Source: an optimization exercise on an open RTL-to-GDS flow (aim: small area and a short achievable clock period). Production flows keep margins and buffers that such runs may drop.
Only simulation tests tie the RTL to the original design; equivalence was not proved.

==> flow/design.v <==
module finv_pipe #(
   parameter int LATENCY = 2
) (
   input  logic        clk,
   input  logic        rst,
   input  logic        valid_in,
   input  logic [31:0] x,
   output logic        valid_out,
   output logic [31:0] y,
   output logic        ovf
);
   if (LATENCY != 2) begin : g_latency_check
      $error("finv_pipe: only LATENCY=2 is implemented");
   end
   localparam int ND = 12;    
   localparam int W  = 25;    
   function automatic logic [2:0] qsel_f(input logic [6:0] n_u, input logic [2:0] d3);
      logic signed [6:0] n, m2, m1, m0, mm1;
      n = $signed(n_u);
      case (d3)
         3'd0: begin m2 = 7'sd12; m1 = 7'sd4; m0 = -7'sd5; mm1 = -7'sd13; end
         3'd1: begin m2 = 7'sd14; m1 = 7'sd4; m0 = -7'sd5; mm1 = -7'sd15; end
         3'd2: begin m2 = 7'sd15; m1 = 7'sd4; m0 = -7'sd5; mm1 = -7'sd16; end
         3'd3: begin m2 = 7'sd16; m1 = 7'sd5; m0 = -7'sd6; mm1 = -7'sd17; end
         3'd4: begin m2 = 7'sd18; m1 = 7'sd5; m0 = -7'sd6; mm1 = -7'sd19; end
         3'd5: begin m2 = 7'sd20; m1 = 7'sd5; m0 = -7'sd6; mm1 = -7'sd21; end
         3'd6: begin m2 = 7'sd22; m1 = 7'sd6; m0 = -7'sd7; mm1 = -7'sd22; end
         default: begin m2 = 7'sd24; m1 = 7'sd6; m0 = -7'sd7; mm1 = -7'sd24; end
      endcase
      qsel_f = {n < m0,
                (n >= m2) || (n < mm1),
                ((n >= m1) && (n < m2)) || ((n >= mm1) && (n < m0))};
   endfunction
   logic        s_a;
   logic [7:0]  e_a;
   logic [22:0] f_a;
   logic [22:0] mf_a;      
   logic        nan_a, inf_a, zro_a;
   logic [7:0]  eb_a;      
   logic [W-1:0] dm_a, r1_a;
   logic [2:0]  q2_a;
   assign s_a = x[31];
   assign e_a = x[30:23];
   assign f_a = x[22:0];
   always_comb begin
      nan_a = (e_a == 8'hFF) && (f_a != 23'h0);
      zro_a = ((e_a == 8'hFF) && (f_a == 23'h0)) || (e_a == 8'hFE);
      inf_a = (e_a == 8'h00) && (f_a[22:21] == 2'b00);
      if (e_a != 8'h00) begin
         mf_a = f_a;
         eb_a = 8'd253 - e_a;
      end else if (f_a[22]) begin
         mf_a = {f_a[21:0], 1'b0};
         eb_a = 8'd253;
      end else begin
         mf_a = {f_a[20:0], 2'b00};
         eb_a = 8'd254;
      end
   end
   assign dm_a = {2'b01, mf_a};
   assign r1_a = W'(1 << 24) - (mf_a[22] ? dm_a : (dm_a << 1));
   assign q2_a = qsel_f(r1_a[W-1:W-7], mf_a[22:20]);
   logic         v1, s1, nan1, zro1, inf1;
   logic [7:0]   eb1;
   logic [22:0]  mf1;
   logic [2:0]   q21;
   always_ff @(posedge clk) begin
      if (rst) v1 <= 1'b0;
      else     v1 <= valid_in;
      s1   <= s_a;
      nan1 <= nan_a;
      zro1 <= zro_a;
      inf1 <= inf_a;
      eb1  <= eb_a;
      mf1  <= mf_a;
      q21  <= q2_a;
   end
   logic [W-1:0] dm;
   logic [ND:0][W-1:0] ws, wc;
   logic [ND:0]  qn, q2, q1;    
   assign dm    = {2'b01, mf1};
   assign ws[1] = ~(mf1[22] ? dm : (dm << 1));
   assign wc[1] = W'(1) + (W'(1) << 24);
   for (genvar j = 2; j <= ND; j++) begin : g_row
      logic [W-1:0] s4, c4, opn, op;
      logic         one, two, sub, neg;
      assign s4 = ws[j-1] << 2;
      assign c4 = wc[j-1] << 2;
      if (j == 2) begin : g_q2
         assign {neg, two, one} = q21;
      end else begin : g_qs
         finv_qsel u_qsel (.s(ws[j-1][W-1:W-7]), .c(wc[j-1][W-1:W-7]), .d3(mf1[22:20]),
                           .one(one), .two(two), .neg(neg));
      end
      assign sub   = ~neg & (one | two);
      assign qn[j] = neg;
      assign q2[j] = two;
      assign q1[j] = one;
      for (genvar i = 0; i < W; i++) begin : g_op
         finv_aoi22 u_m (.a1(one), .a2(dm[i]), .b1(two), .b2((i > 0) ? dm[i-1] : 1'b0),
                         .y(opn[i]));
         finv_xnor2 u_x (.a(opn[i]), .b(sub), .y(op[i]));
      end
      assign ws[j][1:0] = op[1:0];
      assign wc[j][0]   = sub;
      assign wc[j][2:1] = 2'b00;
      if (j == 2) begin : g_first
         assign ws[j][2] = ~(s4[2] ^ op[2]);
         assign wc[j][3] = s4[2] | op[2];
         for (genvar i = 3; i < W; i++) begin : g_h
            if (i < W - 1) begin : g_c
               finv_ha u_h (.a(s4[i]), .b(op[i]), .s(ws[j][i]), .co(wc[j][i+1]));
            end else begin : g_t
               assign ws[j][i] = s4[i] ^ op[i];
            end
         end
      end else begin : g_rest
         for (genvar i = 2; i < W; i++) begin : g_f
            if (i == 3 || i == 4) begin : g_h
               finv_ha u_h (.a(s4[i]), .b(op[i]), .s(ws[j][i]), .co(wc[j][i+1]));
            end else if (i < W - 1) begin : g_c
               finv_fa u_f (.a(s4[i]), .b(c4[i]), .c(op[i]), .s(ws[j][i]), .co(wc[j][i+1]));
            end else begin : g_t
               assign ws[j][i] = s4[i] ^ c4[i] ^ op[i];
            end
         end
      end
   end
   logic         s2, nan2, zro2, inf2;
   logic [7:0]   eb2;
   logic [22:0]  mf2;
   logic [W-1:0] ws2;
   logic [W-1:0] wc2;
   logic [ND:2]  qn2, qt2, qo2;
   always_ff @(posedge clk) begin
      if (rst) valid_out <= 1'b0;
      else     valid_out <= v1;
      s2   <= s1;
      nan2 <= nan1;
      zro2 <= zro1;
      inf2 <= inf1;
      eb2  <= eb1;
      mf2  <= mf1;
      ws2  <= ws[ND];
      wc2  <= {wc[ND][W-1:3], 2'b00, wc[ND][0]};
      qn2  <= qn[ND:2];
      qt2  <= q2[ND:2];
      qo2  <= q1[ND:2];
   end
   logic [W+1:0] mx, tp, tm;
   logic         up, dn;
   assign mx = {4'b0001, mf2};
   assign tp = {ws2, 2'b00} + {wc2, 2'b00} - mx;
   assign tm = {ws2, 2'b00} + {wc2, 2'b00} + mx;
   assign up = ~tp[W+1];
   assign dn = tm[W+1];
   logic [23:0] pv, nv, sq;
   always_comb begin
      pv = '0;
      nv = '0;
      pv[23:22] = {~mf2[22], mf2[22]};
      for (int j = 2; j <= ND; j++) begin
         pv[2*(ND-j) +: 2] = {qt2[j] & ~qn2[j], qo2[j] & ~qn2[j]};
         nv[2*(ND-j) +: 2] = {qt2[j] & qn2[j], qo2[j] & qn2[j]};
      end
   end
   assign sq = pv + ~nv + 24'(!dn);
   logic        cy;
   logic [7:0]  ebp;
   logic        of, uf;
   assign cy  = sq[23];
   assign ebp = eb2 + 8'd1;
   assign of  = (eb2 == 8'd254) && cy;
   assign uf  = (eb2 == 8'd0) && !cy;
   always_comb begin
      y   = 32'h0;
      ovf = 1'b0;
      if (nan2)
         y = {s2, 8'hFF, 1'b1, mf2[21:0]};
      else if (inf2 || (!zro2 && of)) begin
         y   = {s2, 8'hFF, 23'h0};
         ovf = 1'b1;
      end else if (!zro2 && !uf)
         y = {s2, cy ? ebp : eb2, sq[21:0], up | dn};
   end
endmodule
module finv_qsel (
   input  logic [6:0] s,
   input  logic [6:0] c,
   input  logic [2:0] d3,
   output logic       one,
   output logic       two,
   output logic       neg
);
   logic signed [6:0] n, m2, m1, m0, mm1;
   assign n = $signed(s + c);
   always_comb begin
      case (d3)
         3'd0: begin m2 = 7'sd12; m1 = 7'sd4; m0 = -7'sd5; mm1 = -7'sd13; end
         3'd1: begin m2 = 7'sd14; m1 = 7'sd4; m0 = -7'sd5; mm1 = -7'sd15; end
         3'd2: begin m2 = 7'sd15; m1 = 7'sd4; m0 = -7'sd5; mm1 = -7'sd16; end
         3'd3: begin m2 = 7'sd16; m1 = 7'sd5; m0 = -7'sd6; mm1 = -7'sd17; end
         3'd4: begin m2 = 7'sd18; m1 = 7'sd5; m0 = -7'sd6; mm1 = -7'sd19; end
         3'd5: begin m2 = 7'sd20; m1 = 7'sd5; m0 = -7'sd6; mm1 = -7'sd21; end
         3'd6: begin m2 = 7'sd22; m1 = 7'sd6; m0 = -7'sd7; mm1 = -7'sd22; end
         default: begin m2 = 7'sd24; m1 = 7'sd6; m0 = -7'sd7; mm1 = -7'sd24; end
      endcase
   end
   assign neg = (n < m0);
   assign two = (n >= m2) || (n < mm1);
   assign one = ((n >= m1) && (n < m2)) || ((n >= mm1) && (n < m0));
endmodule
module finv_fa (
   input  logic a,
   input  logic b,
   input  logic c,
   output logic s,
   output logic co
);
   assign s  = a ^ b ^ c;
   assign co = (a & b) | (a & c) | (b & c);
endmodule
module finv_ha (
   input  logic a,
   input  logic b,
   output logic s,
   output logic co
);
   assign s  = a ^ b;
   assign co = a & b;
endmodule
module finv_aoi22 (
   input  logic a1,
   input  logic a2,
   input  logic b1,
   input  logic b2,
   output logic y
);
   assign y = ~((a1 & a2) | (b1 & b2));
endmodule
module finv_xnor2 (
   input  logic a,
   input  logic b,
   output logic y
);
   assign y = ~(a ^ b);
endmodule
Settings: LEC_CHECK=0, CAP_MARGIN=20, CORE_MARGIN=2, CORE_UTILIZATION=40, SLEW_MARGIN=20, SYNTH_HIERARCHICAL=1, SYNTH_MINIMUM_KEEP_SIZE=0; clock period 125.0 ns.
run.sh (not shown) runs the stock make flow with config.mk's settings and CLKGATE_MAP_FILE= SYNTH_SCRIPT=/design/flow/synth_recipe.tcl, a recipe that flattens the netlist after the stock synthesis.
Then changed:
==> flow/flow/run.sh (new file) <==
#!/bin/bash
# Standard layout, with timing repair asked to leave 95 ns of setup slack
# so that the resizer works toward a short achieved period. Each tool's
# output is in orfs/logs; make's own output is in make.log.
set -euo pipefail
bash standard.sh SETUP_SLACK_MARGIN=95 finish > make.log 2>&1
==> flow/standard.sh (new file) <==
#!/bin/bash
# synth_recipe.tcl (not shown) runs the flow's synth.tcl, then flattens the netlist and writes it again
# the make line also repeats each setting of config.mk as NAME=value (left out here)
make -C /OpenROAD-flow-scripts/flow DESIGN_CONFIG=/design/flow/config.mk WORK_HOME=/design/flow/orfs CLKGATE_MAP_FILE= SYNTH_SCRIPT=/design/flow/synth_recipe.tcl "${@:-finish}"
Settings changed: SYNTH_HIERARCHICAL 1 to unset, SYNTH_MINIMUM_KEEP_SIZE 0 to unset.
removed: flow/run.sh
The changed run ran to the end with no violations.
Utilization grows by 9.5 points.
Wire length grows by about a fifth.
Synthesized area shrinks by a few percent.
Via count grows by about a fifth.
Flip-flop and latch count is unchanged.
Global-route usage grows by 4.7 points.
Final cell count grows by roughly a tenth.
Synthesized cell count grows by roughly a tenth.
Clock skew grows by 0.0060 ns.
Setup slack improved by 12 ns.

-- afterwards: timing with drivers on the ports --
Ports are ideal in the flow. The routed layouts listed here were re-timed in OpenROAD.
Step 1 sets driving cells, clkbuf_16 on the clock port and buf_2 on the other inputs (assumed; they add their load-dependent delay and slew).
Step 2 times the ports against the registers' clock, not the clock port: input delays grow and output delays shrink by t, the midpoint of the rising clock arrivals with the driver on.
Slacks: ideal / step 1 / step 2; pairs: ideal / step 1.
run | shift t [ns] | slack for setup (ns) | hold WS [ns]
the first run | 0.482 | 78.986 / 78.986 / 78.986 | 0.328 / 0.328 / 0.328
the second run | 0.483 | 90.521 / 90.521 / 90.521 | 0.327 / 0.327 / 0.327
After both steps setup and hold are still met in every run listed.
